Background: an optimization exercise with open tools, aiming at a short achievable clock period and few clock cycles per item. Do not read the settings as production practice.
In this exercise RTL edits were held to simulation tests only and were not proved equivalent to the original.

==> 02-05: inputs <==
// ohlc_bar_aggregator_top
module ohlc_bar_aggregator_top #(
  parameter int unsigned MAX_GAP_BARS = MAX_GAP_BARS_DEF
) (
  input  wire logic                  clk_i,
  input  wire logic                  rst_ni,
  input  wire logic                  trade_valid_i,
  output logic                       trade_ready_o,
  input  wire logic [TIME_W-1:0]     trade_time_i,
  input  wire logic [PRICE_W-1:0]    trade_price_i,
  input  wire logic                  trade_end_of_batch_i,
  output logic                       bar_valid_o,
  input  wire logic                  bar_ready_i,
  output logic [TIME_W-1:0]          bar_time_o,
  output logic [PRICE_W-1:0]         bar_open_o,
  output logic [PRICE_W-1:0]         bar_high_o,
  output logic [PRICE_W-1:0]         bar_low_o,
  output logic [PRICE_W-1:0]         bar_close_o,
  output logic [1:0]                 bar_kind_o,
  output logic                       bar_gaps_dropped_o,
  output logic                       bar_last_result_o,
  input  wire logic                  psel,
  input  wire logic                  penable,
  input  wire logic                  pwrite,
  input  wire logic [APB_ADDR_W-1:0] paddr,
  input  wire logic [APB_DATA_W-1:0] pwdata,
  output logic [APB_DATA_W-1:0]      prdata,
  output logic                       pready
);
  logic [BW_W-1:0]            bin_width_q;
  logic [BW_W-1:0]            w_q;
  logic [NWIN:1][MUL_W-1:0]   mul_q;
  logic [1:0]                 cfg_wait_q;
  logic [APB_DATA_W-1:0]      prdata_q;
  always_ff @(posedge clk_i or negedge rst_ni) begin
    if (!rst_ni) begin
      bin_width_q <= BIN_WIDTH_RESET;
      cfg_wait_q  <= 2'd3;
      prdata_q    <= '0;
    end else begin
      if (psel && penable && pwrite && (paddr == REG_BIN_WIDTH)) begin
        bin_width_q <= pwdata[BW_W-1:0];
  ...
export LEC_CHECK = 0
export ABC_CLOCK_PERIOD_IN_PS = 3000
export CAP_MARGIN = 20
export CORE_MARGIN = 2
export CORE_UTILIZATION = 40
export PLACE_DENSITY = 0.6
export SETUP_SLACK_MARGIN = 3
export SLEW_MARGIN = 20
create_clock -name core_clock -period 7.0 [get_ports {clk_i}]
run.sh (not shown) runs the stock make flow with config.mk's settings and CLKGATE_MAP_FILE= SYNTH_SCRIPT=/design/flow/synth_recipe.tcl, a recipe that flattens the netlist after the stock synthesis.
==> 03-21 (differences from 02-05) <==
--- a/flow/design.v
+++ b/flow/design.v
@@ -220,15 +220,10 @@
   input  wire logic                     in_valid_i,
   output logic                          in_take_o,
   input  wire logic [TIME_W-1:0]        in_time_i,
   input  wire logic [PRICE_W-1:0]       in_price_i,
   input  wire logic                     in_eob_i,
-  input  wire logic                     in_eonly_i,   
-  output logic                          back_o,       
-  output logic [TIME_W-1:0]             back_time_o,
-  output logic [PRICE_W-1:0]            back_price_o,
-  output logic                          back_eob_o,
   input  wire logic                     q_room_i,    
   output logic [1:0]                    push_o,      
   output ohlc_pkg::entry_t              entry1_o,
   output ohlc_pkg::entry_t              entry2_o
 );
@@ -246,10 +241,11 @@
   logic                 r_hx_q, r_hy_q;    
   logic                 r_lx_q, r_ly_q;    
   logic                 open_q;
   logic                 filled_q;
   logic                 busy_q;
+  logic                 redo_q;       
   logic                 eonly_q;      
   logic [1:0]           rnd_q;        
   logic [END_W-1:0]     end_q;
   logic [PRICE_W-1:0]   o_q, h_q, l_q, px_q;
   logic [TIME_W-1:0]    t_q, tw_q;           
@@ -260,10 +256,11 @@
   logic                 goe;
   logic                 adv;
   logic                 divs;
   logic                 consume;
   logic                 load;
+  logic [TIME_W-1:0]    ct;
   logic [NFINE:1]       sele;
   logic [NWIN:0]        cmp;
   logic [NFINE:0]       c;
   logic [NFINE:1]       sel;
   logic [END_W-1:0]     end_fine;
@@ -277,33 +274,30 @@
   logic                 hi_up, lo_dn;
   logic [PRICE_W-1:0]   o_n, h_n, l_n;
   logic                 div_done;
   logic [END_W-1:0]     div_end;
   localparam logic [1:0] MAXR = 2'd2;
-  assign go        = r_v_q && !busy_q && !eonly_q && q_room_i;
-  assign goe       = r_v_q && eonly_q && !busy_q;
+  assign go        = r_v_q && !busy_q && !redo_q && !eonly_q && q_room_i;
+  assign goe       = r_v_q && eonly_q && !redo_q && !busy_q;
   assign adv       = (go && slow) || (goe && far && (rnd_q != MAXR));
   assign divs      = goe && far && (rnd_q == MAXR);
   assign consume   = (go && !slow) || (goe && !far) || divs;
   assign load      = (!r_v_q || consume) && !busy_q && !divs;
-  assign in_take_o    = load;
-  assign back_o       = adv;
-  assign back_time_o  = r_t_q;
-  assign back_price_o = r_p_q;
-  assign back_eob_o   = r_eob_q;
+  assign in_take_o = load;
   localparam int unsigned LO = MUL_W;
   localparam int unsigned LW = LO + 2;
   logic [LW-1:0]           a, b;
   logic [NWIN:0][LW-1:0]   d, sm, cy, ls;
   logic [END_W-LO:0]       dhi;
   logic                    hi_ge2, hi_eq1, hi_eq0;
   always_comb begin
-    dhi    = {2'b00, in_time_i[TIME_W-1:LO]} - {1'b0, end_q[END_W-1:LO]};
+    ct     = redo_q ? r_t_q : in_time_i;
+    dhi    = {2'b00, ct[TIME_W-1:LO]} - {1'b0, end_q[END_W-1:LO]};
     hi_eq0 = (dhi == '0);
     hi_eq1 = (dhi == (END_W-LO+1)'(1));
     hi_ge2 = !dhi[END_W-LO] && !hi_eq0 && !hi_eq1;
-    a = {2'b00, in_time_i[LO-1:0]};
+    a = {2'b00, ct[LO-1:0]};
     b = ~{2'b00, end_q[LO-1:0]};
     for (int i = 0; i <= NWIN; i++) begin
       d[i]   = (i == 0) ? '1 : ~{2'b00, mul_i[(i == 0) ? 1 : i]};
       sm[i]  = a ^ b ^ d[i];
       cy[i]  = (a & b) | (a & d[i]) | (b & d[i]);
@@ -315,11 +309,11 @@
   always_ff @(posedge clk_i or negedge rst_ni) begin
     if (!rst_ni) begin
       r_v_q     <= 1'b0;
     end else if (load) begin
       r_v_q     <= in_valid_i;
-    end else if (consume || adv) begin
+    end else if (consume) begin
       r_v_q     <= 1'b0;
     end
   end
   always_ff @(posedge clk_i) begin
     if (load) begin
@@ -334,10 +328,13 @@
       r_c_q    <= cmp;
       r_hx_q   <= in_price_i > r_p_q;
       r_hy_q   <= in_price_i > h_q;
       r_lx_q   <= in_price_i < r_p_q;
       r_ly_q   <= in_price_i < l_q;
+    end else if (redo_q) begin
+      r_s_q    <= (NFINE+1)'(1);
+      r_c_q    <= cmp;
     end
   end
   localparam int unsigned CL = 22;
   logic [NFINE:1][CL:0]    clo;
   logic [END_W-1:CL]       ehi1;
@@ -434,20 +431,23 @@
   always_ff @(posedge clk_i or negedge rst_ni) begin
     if (!rst_ni) begin
       open_q   <= 1'b0;
       filled_q <= 1'b0;
       busy_q   <= 1'b0;
+      redo_q   <= 1'b0;
       eonly_q  <= 1'b0;
       rnd_q    <= '0;
     end else begin
       if (go) begin
         open_q   <= !r_eob_q;
         filled_q <= open_q && !r_eob_q;
       end
       if (divs) busy_q <= 1'b1;
       else if (div_done) busy_q <= 1'b0;
-      if (load) eonly_q <= in_eonly_i;
+      redo_q <= adv;
+      if (redo_q) eonly_q <= 1'b1;
+      else if (consume) eonly_q <= 1'b0;
       if (go) rnd_q <= '0;
       else if (goe && adv) rnd_q <= rnd_q + 2'd1;
     end
   end
   always_ff @(posedge clk_i) begin
@@ -474,11 +474,11 @@
     end else if (goe) begin
       end_q <= end_fine;
     end else if (div_done) begin
       end_q <= div_end;
     end
-    if ((go && r_eob_q) || (!r_v_q && !busy_q && !open_q)) begin
+    if (load && (go ? r_eob_q : !open_q)) begin
       end_q <= {1'b0, in_time_i} + END_W'(w_i);
     end
   end
   ohlc_div u_div (
     .clk_i   (clk_i),
@@ -552,44 +552,22 @@
     for (int i = 0; i < 5; i++) mhi_q[i] <= MUL_W'(w_q) * MUL_W'(8 * i);
     for (int k = 1; k <= NWIN; k++) begin
       mul_q[k] <= mlo_q[k % 8] + mhi_q[k / 8];
     end
   end
-  localparam int unsigned IQW = TIME_W + PRICE_W + 2;    
-  logic [2:0][IQW-1:0] iq_q;
-  logic [2:0][IQW-1:0] iq_n;
+  logic [TIME_W-1:0]  iq0_t_q, iq1_t_q;
+  logic [PRICE_W-1:0] iq0_p_q, iq1_p_q;
+  logic               iq0_eob_q, iq1_eob_q;
   logic [1:0]         iq_cnt_q;
   logic               ready_q;
   logic               acc;
   logic               take;
   logic               deq;
-  logic               back;
-  logic [TIME_W-1:0]  back_t;
-  logic [PRICE_W-1:0] back_p;
-  logic               back_eob;
-  logic [1:0]         iq_pos;
   logic [1:0]         iq_cnt_n;
   assign acc = trade_valid_i && ready_q;
   assign deq = take && (iq_cnt_q != '0);
-  assign iq_cnt_n = iq_cnt_q + 2'(acc) + 2'(back) - 2'(deq);
-  always_comb begin
-    if (back) begin
-      iq_n[0] = {back_t, back_p, back_eob, 1'b1};
-      iq_n[1] = iq_q[0];
-      iq_n[2] = iq_q[1];
-      iq_pos  = iq_cnt_q + 2'd1;
-    end else if (deq) begin
-      iq_n[0] = iq_q[1];
-      iq_n[1] = iq_q[2];
-      iq_n[2] = iq_q[2];
-      iq_pos  = iq_cnt_q - 2'd1;
-    end else begin
-      iq_n    = iq_q;
-      iq_pos  = iq_cnt_q;
-    end
-    if (acc) iq_n[iq_pos] = {trade_time_i, trade_price_i, trade_end_of_batch_i, 1'b0};
-  end
+  assign iq_cnt_n = iq_cnt_q + 2'(acc) - 2'(deq);
   always_ff @(posedge clk_i or negedge rst_ni) begin
     if (!rst_ni) begin
       iq_cnt_q <= '0;
       ready_q  <= 1'b0;
     end else begin
@@ -597,11 +575,26 @@
       ready_q  <= (iq_cnt_n < 2'd2) && (cfg_wait_q == '0) &&
                   !(psel && penable && pwrite);
     end
   end
   always_ff @(posedge clk_i) begin
-    iq_q <= iq_n;
+    if (iq_cnt_q == 2'd2) begin
+      if (deq) begin
+        iq0_t_q   <= iq1_t_q;
+        iq0_p_q   <= iq1_p_q;
+        iq0_eob_q <= iq1_eob_q;
+      end
+    end else if ((iq_cnt_q == '0) || deq) begin
+      iq0_t_q   <= trade_time_i;
+      iq0_p_q   <= trade_price_i;
+      iq0_eob_q <= trade_end_of_batch_i;
+    end
+    if ((iq_cnt_q == 2'd1) && !deq) begin
+      iq1_t_q   <= trade_time_i;
+      iq1_p_q   <= trade_price_i;
+      iq1_eob_q <= trade_end_of_batch_i;
+    end
   end
   assign trade_ready_o = ready_q;
   logic [1:0]       push;
   logic             room;
   ohlc_pkg::entry_t entry1;
@@ -611,18 +604,13 @@
     .rst_ni     (rst_ni),
     .w_i        (w_q),
     .mul_i      (mul_q),
     .in_valid_i (iq_cnt_q != '0),
     .in_take_o  (take),
-    .in_time_i    (iq_q[0][IQW-1 -: TIME_W]),
-    .in_price_i   (iq_q[0][PRICE_W+1:2]),
-    .in_eob_i     (iq_q[0][1]),
-    .in_eonly_i   (iq_q[0][0]),
-    .back_o       (back),
-    .back_time_o  (back_t),
-    .back_price_o (back_p),
-    .back_eob_o   (back_eob),
+    .in_time_i  (iq0_t_q),
+    .in_price_i (iq0_p_q),
+    .in_eob_i   (iq0_eob_q),
     .q_room_i   (room),
     .push_o     (push),
     .entry1_o   (entry1),
     .entry2_o   (entry2)
   );
==> metrics.cfg <==
[detailed_routing]
wl_per_cell_um=33.2
via_per_inst=6.29

[final_layout]
reg_top3=u_ctrl.mem_q x3728, mul_q x420, iq_q x222

[synthesis]
syn_inst=27300
synth_area_leaders=edfxtp_1 39%, dfxtp_1 9.1%, mux4_2 8.5%, ha_1 8.0%, o21ai_0 7.2%
synth_fa_ha_area_share_pct=12.4

[run_status]
status=timing/DRC/antenna clean

[setup_path]
r2r-end=u_dp.end_q[14]$_DFFE_PP_
crit_chain=bufinv_16 > buf_4 > ha_1 > and2_1 > a221o_1 > a2111o_1 > nand2_4 > xnor2_4 > a222oi_1 > nand4_1 > o22ai_1 > a21oi_1

[placed_design]
dp.cells=36600
place_area_um2=322000

[pwr]
p_seq_share_pct=24.7

[clock_network]
clock_sinks=5432

[global_routing]
met1_usage_pct=39.2

The numbers above come from 02-05.

==> metrics.cfg <==
[synthesis]
syn_inst=26000
synth_area_leaders=edfxtp_1 41%, mux4_2 8.7%, ha_1 8.2%, dfxtp_1 7.8%, o21ai_0 7.3%
synth_fa_ha_area_share_pct=12.7

[clock_network]
clock_sinks=5357

[placed_design]
place_area_um2=316000

[setup_path]
r2r-end=u_dp.r_c_q[25]$_DFFE_PP_
crit_chain=buf_12 > mux2i_4 > inv_1 > fa_2 > ha_1 > a21o_1 > a21o_1 > a21o_1 > a21o_1 > a21o_1 > a21oi_4 > o211ai_1 > a31oi_4 > o211ai_1 > a41oi_2 > a2111o_1 > o311ai_1

[pwr]
p_seq_share_pct=24.8

[detailed_routing]
via_per_inst=6.28

[run_status]
status=timing/DRC/antenna clean

The numbers above come from 03-21.

Testbench counts of 02-05, summed over its fixed seeds: cycles 5,701, trades 4,696.
Testbench counts of 03-21, summed over its fixed seeds: cycles 5,701, trades 4,696.

what the ideal ports hide:
No port has a modelled driver above. Below, the same layouts with a new extraction and two added sets of constraints.
Step 1: set_driving_cell puts a clkbuf_16 on clk_i and a buf_2 on each other input, an assumption about the parent block.
Step 2 also shifts input and output timing later by t, the mid clock arrival at the registers, as if the neighbouring blocks saw the same clock.
Three values: ideal ports, drivers, drivers and shift; two values: the first two.
run	t (ns)	slack for setup (ns)	worst register clock-pin slew, ns
02-05	1.269	2.578 / 2.578 / 2.578	0.07 / 0.07
03-21	1.297	2.345 / 2.345 / 2.345	0.07 / 0.07
After both steps setup and hold are still met in every run listed.
